Source: an optimization exercise on an open RTL-to-GDS flow (aim: small area and a short achievable clock period). Production flows keep margins and buffers that such runs may drop.
At most, simulation tests tie the RTL to the original design; equivalence was not proved.
Power is estimated from default activity; no workload was simulated.

== red ==
==> flow/design.v <==
`default_nettype none
package tla_pkg;
    localparam int LINE_CAPACITY_DEF = 256;
    localparam int APB_ADDR_W = 3;
    localparam int APB_DATA_W = 32;
    localparam logic REG_ECHO_ENABLE = 1'b0;
    localparam logic REG_ECHO_HIDDEN = 1'b1;
    localparam logic CMD_RECEIVE = 1'b0;
    localparam logic CMD_READ    = 1'b1;
    localparam logic [1:0] KIND_ECHO = 2'd0;
    localparam logic [1:0] KIND_LINE = 2'd1;
    localparam logic [1:0] KIND_READ = 2'd2;
    localparam logic [7:0] BS_CODE    = 8'd8;
    localparam logic [7:0] DEL_CODE   = 8'd127;
    localparam logic [7:0] SPACE_CODE = 8'd32;
    localparam logic [7:0] NL_CODE    = 8'd10;
    typedef struct packed {
        logic       cmd;
        logic [7:0] data_byte;
        logic [7:0] read_index;
    } req_item_t;
    typedef struct packed {
        logic [1:0] kind;
        logic [7:0] value;
        logic [7:0] line_length;
        logic       last;
    } rsp_item_t;
    typedef struct packed {
        logic echo_enable;
        logic echo_hidden;
    } cfg_t;
endpackage
`default_nettype wire
`default_nettype none
module tla_store #(
    parameter int INC = 1
) (
    input  wire logic        clk,
    input  wire logic        rst_n,
    output      logic [7:0]  head_next,
    input  wire logic        we,
    input  wire logic [7:0]  wdata,
    output      logic [7:0]  rdata
);
    logic [255:0][7:0] ring;
    logic [7:0]        head_next_reg;
    always_ff @(posedge clk or negedge rst_n)
    begin
        if (!rst_n)
            head_next_reg <= 8'd0;
        else
            head_next_reg <= head_next_reg + 8'(INC);
    end
    always_ff @(posedge clk)
    begin
        ring[254:0] <= ring[255:1];
        ring[255]   <= we ? wdata : ring[0];
    end
    assign head_next = head_next_reg;
    assign rdata     = ring[0];
endmodule
`default_nettype wire
`default_nettype none
module tla_regs (
    input  wire logic                                clk,
    input  wire logic                                rst_n,
    input  wire logic                                psel,
    input  wire logic                                penable,
    input  wire logic                                pwrite,
    input  wire logic [tla_pkg::APB_ADDR_W-1:0]      paddr,
    input  wire logic [tla_pkg::APB_DATA_W-1:0]      pwdata,
    output      logic [tla_pkg::APB_DATA_W-1:0]      prdata,
    output      logic                                pready,
    output      tla_pkg::cfg_t                       cfg
);
    logic echo_enable_reg;
    logic echo_hidden_reg;
    logic rd_bit_reg;
    logic wr_en;
    assign wr_en  = psel && penable && pwrite;
    assign pready = 1'b1;
    always_ff @(posedge clk or negedge rst_n)
    begin
        if (!rst_n)
        begin
            echo_enable_reg <= 1'b1;
            echo_hidden_reg <= 1'b0;
        end
        else if (wr_en)
        begin
            if (paddr[2])
                echo_hidden_reg <= pwdata[0];
            else
                echo_enable_reg <= pwdata[0];
        end
    end
    always_ff @(posedge clk)
    begin
        rd_bit_reg <= paddr[2] ? echo_hidden_reg : echo_enable_reg;
    end
    assign prdata = {31'd0, rd_bit_reg};
    assign cfg.echo_enable = echo_enable_reg;
    assign cfg.echo_hidden = echo_hidden_reg;
endmodule
`default_nettype wire
`default_nettype none
module tla_ctrl (
    input  wire logic                 clk,
    input  wire logic                 rst_n,
    input  wire tla_pkg::cfg_t        cfg,
    input  wire logic                 req_valid,
    output      logic                 req_ready,
    input  wire tla_pkg::req_item_t   req,
    output      logic                 rsp_valid,
    input  wire logic                 rsp_ready,
    output      tla_pkg::rsp_item_t   rsp,
    input  wire logic [7:0]           head_next,
    output      logic                 mem_we,
    output      logic [7:0]           mem_wdata,
    input  wire logic [7:0]           mem_rdata
);
    logic               rdy_reg;         
    logic               prep_reg, mem_reg, out_reg;
    logic               wr_hit_reg, rd_hit_reg;
    logic [1:0]         step_reg;
    tla_pkg::req_item_t b_reg;
    logic               del_reg, ctl_reg;    
    logic [7:0]         pos_reg;
    logic               zero_reg, full_reg;  
    logic               rsp_valid_reg;       
    logic               rsp_busy_reg;        
    tla_pkg::rsp_item_t rsp_reg;
    logic idle, accept;
    logic req_del, req_ctl;
    logic wr_beat, rd_beat, need_mem, read_top, is_line;
    logic [7:0] addr;
    logic match_next;
    logic seek;
    logic emit, done, none;
    logic rsp_load;
    tla_pkg::rsp_item_t cur_item;
    logic [7:0] pos_next;
    assign idle   = !(prep_reg || mem_reg || out_reg);
    assign accept = rdy_reg && req_valid;
    assign req_del = (req.data_byte == tla_pkg::BS_CODE) || (req.data_byte == tla_pkg::DEL_CODE);
    assign req_ctl = (req.data_byte < tla_pkg::SPACE_CODE) && !req_del;
    assign read_top = (b_reg.read_index == 8'd255);
    assign rd_beat  = b_reg.cmd;
    assign wr_beat  = !b_reg.cmd && !del_reg;
    assign need_mem = rd_beat || wr_beat;
    assign is_line  = ctl_reg || full_reg;
    assign addr       = b_reg.cmd ? b_reg.read_index : pos_reg;
    assign match_next = (addr == head_next);
    assign seek       = prep_reg || (mem_reg && !wr_hit_reg && !rd_hit_reg);
    assign mem_we    = wr_hit_reg;
    assign mem_wdata = ctl_reg ? 8'd0 : b_reg.data_byte;
    always_comb
    begin
        cur_item = '0;
        none     = 1'b0;
        if (b_reg.cmd)
        begin
            cur_item.kind  = tla_pkg::KIND_READ;
            cur_item.value = read_top ? 8'd0 : mem_rdata;
            cur_item.last  = 1'b1;
        end
        else if (del_reg)
        begin
            none           = zero_reg || !cfg.echo_enable;
            cur_item.kind  = tla_pkg::KIND_ECHO;
            cur_item.value = (step_reg == 2'd1) ? tla_pkg::SPACE_CODE : tla_pkg::BS_CODE;
            cur_item.last  = (step_reg == 2'd2);
        end
        else if (is_line)
        begin
            if (cfg.echo_enable && (step_reg == 2'd0))
            begin
                cur_item.kind  = tla_pkg::KIND_ECHO;
                cur_item.value = tla_pkg::NL_CODE;
            end
            else
            begin
                cur_item.kind        = tla_pkg::KIND_LINE;
                cur_item.value       = ctl_reg ? b_reg.data_byte : 8'd0;
                cur_item.line_length = ctl_reg ? pos_reg : 8'd255;
                cur_item.last        = 1'b1;
            end
        end
        else
        begin
            none           = !cfg.echo_enable || cfg.echo_hidden;
            cur_item.kind  = tla_pkg::KIND_ECHO;
            cur_item.value = b_reg.data_byte;
            cur_item.last  = 1'b1;
        end
    end
    assign emit = ((mem_reg && wr_hit_reg) || out_reg) && !none && !rsp_busy_reg;
    assign done = (mem_reg && rd_hit_reg) ||
                  (((mem_reg && wr_hit_reg) || out_reg) && (none || (emit && cur_item.last)));
    assign rsp_load = emit || (mem_reg && rd_hit_reg);
    always_comb
    begin
        if (b_reg.cmd)
            pos_next = pos_reg;
        else if (del_reg)
            pos_next = zero_reg ? pos_reg : pos_reg - 8'd1;
        else if (is_line)
            pos_next = 8'd0;
        else
            pos_next = pos_reg + 8'd1;
    end
    always_ff @(posedge clk or negedge rst_n)
    begin
        if (!rst_n)
        begin
            rdy_reg       <= 1'b0;
            prep_reg      <= 1'b0;
            mem_reg       <= 1'b0;
            out_reg       <= 1'b0;
            wr_hit_reg    <= 1'b0;
            rd_hit_reg    <= 1'b0;
            pos_reg       <= 8'd0;
            rsp_valid_reg <= 1'b0;
            rsp_busy_reg  <= 1'b0;
        end
        else
        begin
            rdy_reg    <= (idle && !accept) || done;
            prep_reg   <= accept;
            mem_reg    <= (prep_reg && need_mem) || (mem_reg && !wr_hit_reg && !rd_hit_reg);
            out_reg    <= (prep_reg && !need_mem) || (mem_reg && wr_hit_reg && !done) || (out_reg && !done);
            wr_hit_reg <= seek && wr_beat && match_next;
            rd_hit_reg <= seek && rd_beat && !rsp_busy_reg && (read_top || match_next);
            if (done)
                pos_reg <= pos_next;
            rsp_valid_reg <= rsp_load || (rsp_valid_reg && !rsp_ready);
            rsp_busy_reg  <= rsp_load || (rsp_busy_reg && !rsp_ready);
        end
    end
    always_ff @(posedge clk)
    begin
        if (idle)
        begin
            b_reg   <= req;
            del_reg <= req_del;
            ctl_reg <= req_ctl;
        end
        zero_reg <= (pos_reg == 8'd0);
        full_reg <= (pos_reg == 8'd254);
        if (accept)
            step_reg <= 2'd0;
        else if (emit)
            step_reg <= step_reg + 2'd1;
        if (!rsp_busy_reg)
            rsp_reg <= cur_item;
    end
    assign req_ready = rdy_reg;
    assign rsp_valid = rsp_valid_reg;
    assign rsp       = rsp_reg;
endmodule
`default_nettype wire
`default_nettype none
module terminal_line_assembler #(
    parameter int LINE_CAPACITY = tla_pkg::LINE_CAPACITY_DEF
) (
    input  wire logic                            clk,
    input  wire logic                            rst_n,
    input  wire logic                            req_valid,
    output      logic                            req_ready,
    input  wire logic [16:0]                     req,
    output      logic                            rsp_valid,
    input  wire logic                            rsp_ready,
    output      logic [18:0]                     rsp,
    input  wire logic                            psel,
    input  wire logic                            penable,
    input  wire logic                            pwrite,
    input  wire logic [tla_pkg::APB_ADDR_W-1:0]  paddr,
    input  wire logic [tla_pkg::APB_DATA_W-1:0]  pwdata,
    output      logic [tla_pkg::APB_DATA_W-1:0]  prdata,
    output      logic                            pready
);
    localparam int INC = 171;
    tla_pkg::cfg_t cfg;
    logic [7:0]    head_next;
    logic          mem_we;
    logic [7:0]    mem_wdata;
    logic [7:0]    mem_rdata;
    tla_regs u_regs (
        .clk     (clk),
        .rst_n   (rst_n),
        .psel    (psel),
        .penable (penable),
        .pwrite  (pwrite),
        .paddr   (paddr),
        .pwdata  (pwdata),
        .prdata  (prdata),
        .pready  (pready),
        .cfg     (cfg)
    );
    tla_ctrl u_ctrl (
        .clk       (clk),
        .rst_n     (rst_n),
        .cfg       (cfg),
        .req_valid (req_valid),
        .req_ready (req_ready),
        .req       (req),
        .rsp_valid (rsp_valid),
        .rsp_ready (rsp_ready),
        .rsp       (rsp),
        .head_next (head_next),
        .mem_we    (mem_we),
        .mem_wdata (mem_wdata),
        .mem_rdata (mem_rdata)
    );
    tla_store #(
        .INC (INC)
    ) u_store (
        .clk   (clk),
        .rst_n (rst_n),
        .head_next (head_next),
        .we    (mem_we),
        .wdata (mem_wdata),
        .rdata (mem_rdata)
    );
endmodule
`default_nettype wire
clock: 5.0 ns
lec_check: 0
cap_margin: 20
core_margin: 2
core_utilization: 65
cts_buf_list: sky130_fd_sc_hd__clkbuf_8
cts_cluster_diameter: 60
cts_cluster_size: 20
place_density: 0.75
slew_margin: 20
run.sh (not shown) runs the stock make flow with config.mk's settings and CLKGATE_MAP_FILE= SYNTH_SCRIPT=/design/flow/synth_recipe.tcl, a recipe that flattens the netlist after the stock synthesis.
red finished every step from synthesis to the final layout, and the layout passed the timing, design-rule and antenna checks.
Here is what was changed in the inputs of blue compared with red.
# red
export LEC_CHECK = 0
export CAP_MARGIN = 20
export CORE_MARGIN = 2
export CORE_UTILIZATION = 65
export CTS_BUF_LIST = sky130_fd_sc_hd__clkbuf_8
export CTS_CLUSTER_DIAMETER = 60
export CTS_CLUSTER_SIZE = 20
export PLACE_DENSITY = 0.75
export SLEW_MARGIN = 20
create_clock -name core_clock -period 5.0 [get_ports {clk}]
# blue
export LEC_CHECK = 0
export CAP_MARGIN = 20
export CORE_MARGIN = 2
export CORE_UTILIZATION = 80
export CTS_BUF_LIST = sky130_fd_sc_hd__clkbuf_8
export CTS_CLUSTER_DIAMETER = 60
export CTS_CLUSTER_SIZE = 20
export PLACE_DENSITY = 0.88
export SETUP_SLACK_MARGIN = 3.0
export SLEW_MARGIN = 20
create_clock -name core_clock -period 5.0 [get_ports {clk}]
Results
blue did not finish; the tool stopped in 3_5_place_dp with error DPL-0033.
Going from red to blue, effective utilization at floorplan grew by 16 points; vertical die dimension went down about 10%.
Reported for blue and red, number of instances in the synthesized netlist turned out identical to the last digit.
There was hardly any difference in adder-cell share of the synthesized area between red and blue.
Sum of net half-perimeters after detailed placement up about 70% in blue wrt red
Function was not checked in any run of this note: the RTL went through the layout flow alone.

========
run 1:
RTL: the design.v shown in full above, as it stands there.
make LEC_CHECK=0 CAP_MARGIN=20 CORE_MARGIN=2 CORE_UTILIZATION=65 CTS_BUF_LIST=sky130_fd_sc_hd__clkbuf_8 CTS_CLUSTER_DIAMETER=60 CTS_CLUSTER_SIZE=20 PLACE_DENSITY=0.75 SETUP_SLACK_MARGIN=2.5 SLEW_MARGIN=20 finish   # period 5.0 ns
Relative to run 1, the following input files were edited for run 2:
# run 1
export LEC_CHECK = 0
export CAP_MARGIN = 20
export CORE_MARGIN = 2
export CORE_UTILIZATION = 65
export CTS_BUF_LIST = sky130_fd_sc_hd__clkbuf_8
export CTS_CLUSTER_DIAMETER = 60
export CTS_CLUSTER_SIZE = 20
export PLACE_DENSITY = 0.75
export SETUP_SLACK_MARGIN = 2.5
export SLEW_MARGIN = 20
create_clock -name core_clock -period 5.0 [get_ports {clk}]
# run 2
export LEC_CHECK = 0
export CAP_MARGIN = 20
export CORE_MARGIN = 2
export CORE_UTILIZATION = 65
export CTS_BUF_LIST = sky130_fd_sc_hd__clkbuf_8
export CTS_CLUSTER_DIAMETER = 60
export CTS_CLUSTER_SIZE = 20
export PLACE_DENSITY = 0.75
export SETUP_SLACK_MARGIN = 3.0
export SLEW_MARGIN = 20
create_clock -name core_clock -period 5.0 [get_ports {clk}]
### Flow results
Run 2 went all the way through the flow, and no timing, DRC or antenna check failed. Run 2 supports a higher top clock frequency than run 1. Against run 1, run 2 reports a fraction of the cycle the final worst path needs that is lower. Re number of clock buffer instances in the layout: run 2 is 3 up on run 1. Going from run 1 to run 2, post-layout minimum cycle time went down by 0.12 ns; sequential share of layout area fell 0.49 points. Total power: run 2 above run 1. Run 2 leaves more setup margin than run 1. Area of all placed cells without fillers, run 2 and run 1, higher one = run 2. The run showing the greater fraction of area in multi-input gates is run 2.
Modified inputs, run 3 compared to run 2
# run 2
export LEC_CHECK = 0
export CAP_MARGIN = 20
export CORE_MARGIN = 2
export CORE_UTILIZATION = 65
export CTS_BUF_LIST = sky130_fd_sc_hd__clkbuf_8
export CTS_CLUSTER_DIAMETER = 60
export CTS_CLUSTER_SIZE = 20
export PLACE_DENSITY = 0.75
export SETUP_SLACK_MARGIN = 3.0
export SLEW_MARGIN = 20
create_clock -name core_clock -period 5.0 [get_ports {clk}]
# run 3
export LEC_CHECK = 0
export CAP_MARGIN = 20
export CORE_MARGIN = 2
export CORE_UTILIZATION = 65
export CTS_BUF_LIST = sky130_fd_sc_hd__clkbuf_8
export CTS_CLUSTER_DIAMETER = 60
export CTS_CLUSTER_SIZE = 20
export PLACE_DENSITY = 0.75
export SETUP_SLACK_MARGIN = 3.3
export SLEW_MARGIN = 20
create_clock -name core_clock -period 5.0 [get_ports {clk}]
==> run summary <==
- Going from run 2 to run 3, count of plain and timing-repair buffers in the layout grew by more than 10%.
- The portion of the clock cycle consumed by the worst path in the final layout of run 3 falls short of that of run 2 by 0.34 points.
- Fraction of layout instances using a drive strength above 1 was lower in run 2 than in run 3.
- The share of total power in combinational logic of run 3 exceeds that of run 2 by 0.3 points.
- Run 3 leaves more setup margin than run 2.
- For run 3, the origin of the worst setup path was u_ctrl.rsp_reg[0]$_DFFE_PN_, unlike run 2, where it was u_ctrl.rdy_reg$_DFF_PN0_.
- Changes observed in run 3 relative to run 2: headroom to the max-slew limit grew by 1.6 points, number of cell instances on the worst register-to-register path grew by 1.
Function was not checked in any run of this note: the RTL went through the layout flow alone.

========
Setup of v52:
terminal_line_assembler, a different RTL version from the one above (not shown whole).
For scale: roughly 2500 cells after synthesis, ~2100 flip-flops, roughly 45000 µm² of cells after synthesis.
clock: 5.0 ns
lec_check: 0
cap_margin: 20
core_margin: 2
core_utilization: 72
cts_buf_list: sky130_fd_sc_hd__clkbuf_16
cts_cluster_diameter: 60
cts_cluster_size: 30
place_density: 0.86
setup_slack_margin: 3.0
slew_margin: 20
Modified inputs, v29 compared to v52
- PLACE_DENSITY: 0.86 -> 0.8
--- outcome ---
Side by side, clock period minus final worst setup slack turned out lower in v29 than in v52.
Compared with v52, v29 shows clock-buffer cell count that has gone up slightly.
On global router's overall resource usage: between v29 and v52, it ends up lower for v29.
Relative slew slack, v29 and v52: larger value in v52
Per the comparison of v29 with v52, xor and xnor area share after synthesis held steady; register-to-register slack grew by 250 ps.
v52 reports its cell with the biggest individual delay on the critical path as edfxtp_1 while v29 reports dfrtp_1.
Relative to v29, the following input files were edited for v23:
- setting ABC_AREA to 1 for the first time
==> run summary <==
The worst setup path endpoint comes out rsp[13] in one run and req_ready in the other, namely in v23 and v29 respectively.
The flow did not stop early for v23: all stages ran, and the layout cleared the timing, design-rule and antenna checks.
The higher post-route clock period utilization of v29 and v23 is in v23.
Going from v29 to v23, the global-route track usage on met2 was found to have gone up by 6.6 points.
Against v29, v23 comes in 0.5 points lower on share of power burned in registers.
Diff v29 -> v23: total wire length picked up an extra 8.4%, ratio of cells with drive above 1 in the final layout lost 2.7 points, depth of the most critical reg-to-reg path lost 1.
Taking v29 as the reference, in v23 post-synthesis to final-layout area growth lower, first-pass GRT wire length now sits higher.

==> static timing again, ports no longer ideal <==
The flow's constraints put no driver on any port. The routed layouts listed below were extracted and timed again, unchanged, in two steps.
Step 1 sets driving cells, clkbuf_16 on the clock port and buf_2 on the other inputs (assumed; they add their load-dependent delay and slew).
Step 2 times the ports against the registers' clock, not the clock port: input delays grow and output delays shrink by t, the midpoint of the rising clock arrivals with the driver on.
Slacks: no drivers / after step 1 / after step 2; pairs: no drivers / after step 1.
run | t (ns) | setup slack, ns | latest minus earliest clock arrival (ns) | cell pins on the clock port's net
red | 0.794 | 2.295 / 2.237 / 2.102 | 0.032 / 0.031 | 1
run 1 | 0.794 | 2.583 / 2.525 / 2.118 | 0.031 / 0.031 | 1
run 2 | 0.778 | 2.706 / 2.654 / 2.278 | 0.032 / 0.031 | 1
run 3 | 0.786 | 2.723 / 2.665 / 2.455 | 0.037 / 0.038 | 1
v52 | 0.716 | 2.650 / 2.590 / 1.906 | 0.044 / 0.044 | 1
v29 | 0.701 | 2.757 / 2.694 / 2.129 | 0.041 / 0.041 | 1
v23 | 0.707 | 2.672 / 2.604 / 2.332 | 0.053 / 0.053 | 1
After both steps every run listed still meets setup and hold. For v52, which loses most, drivers alone change the setup slack by -0.060 ns; drivers and shift together by -0.744 ns.
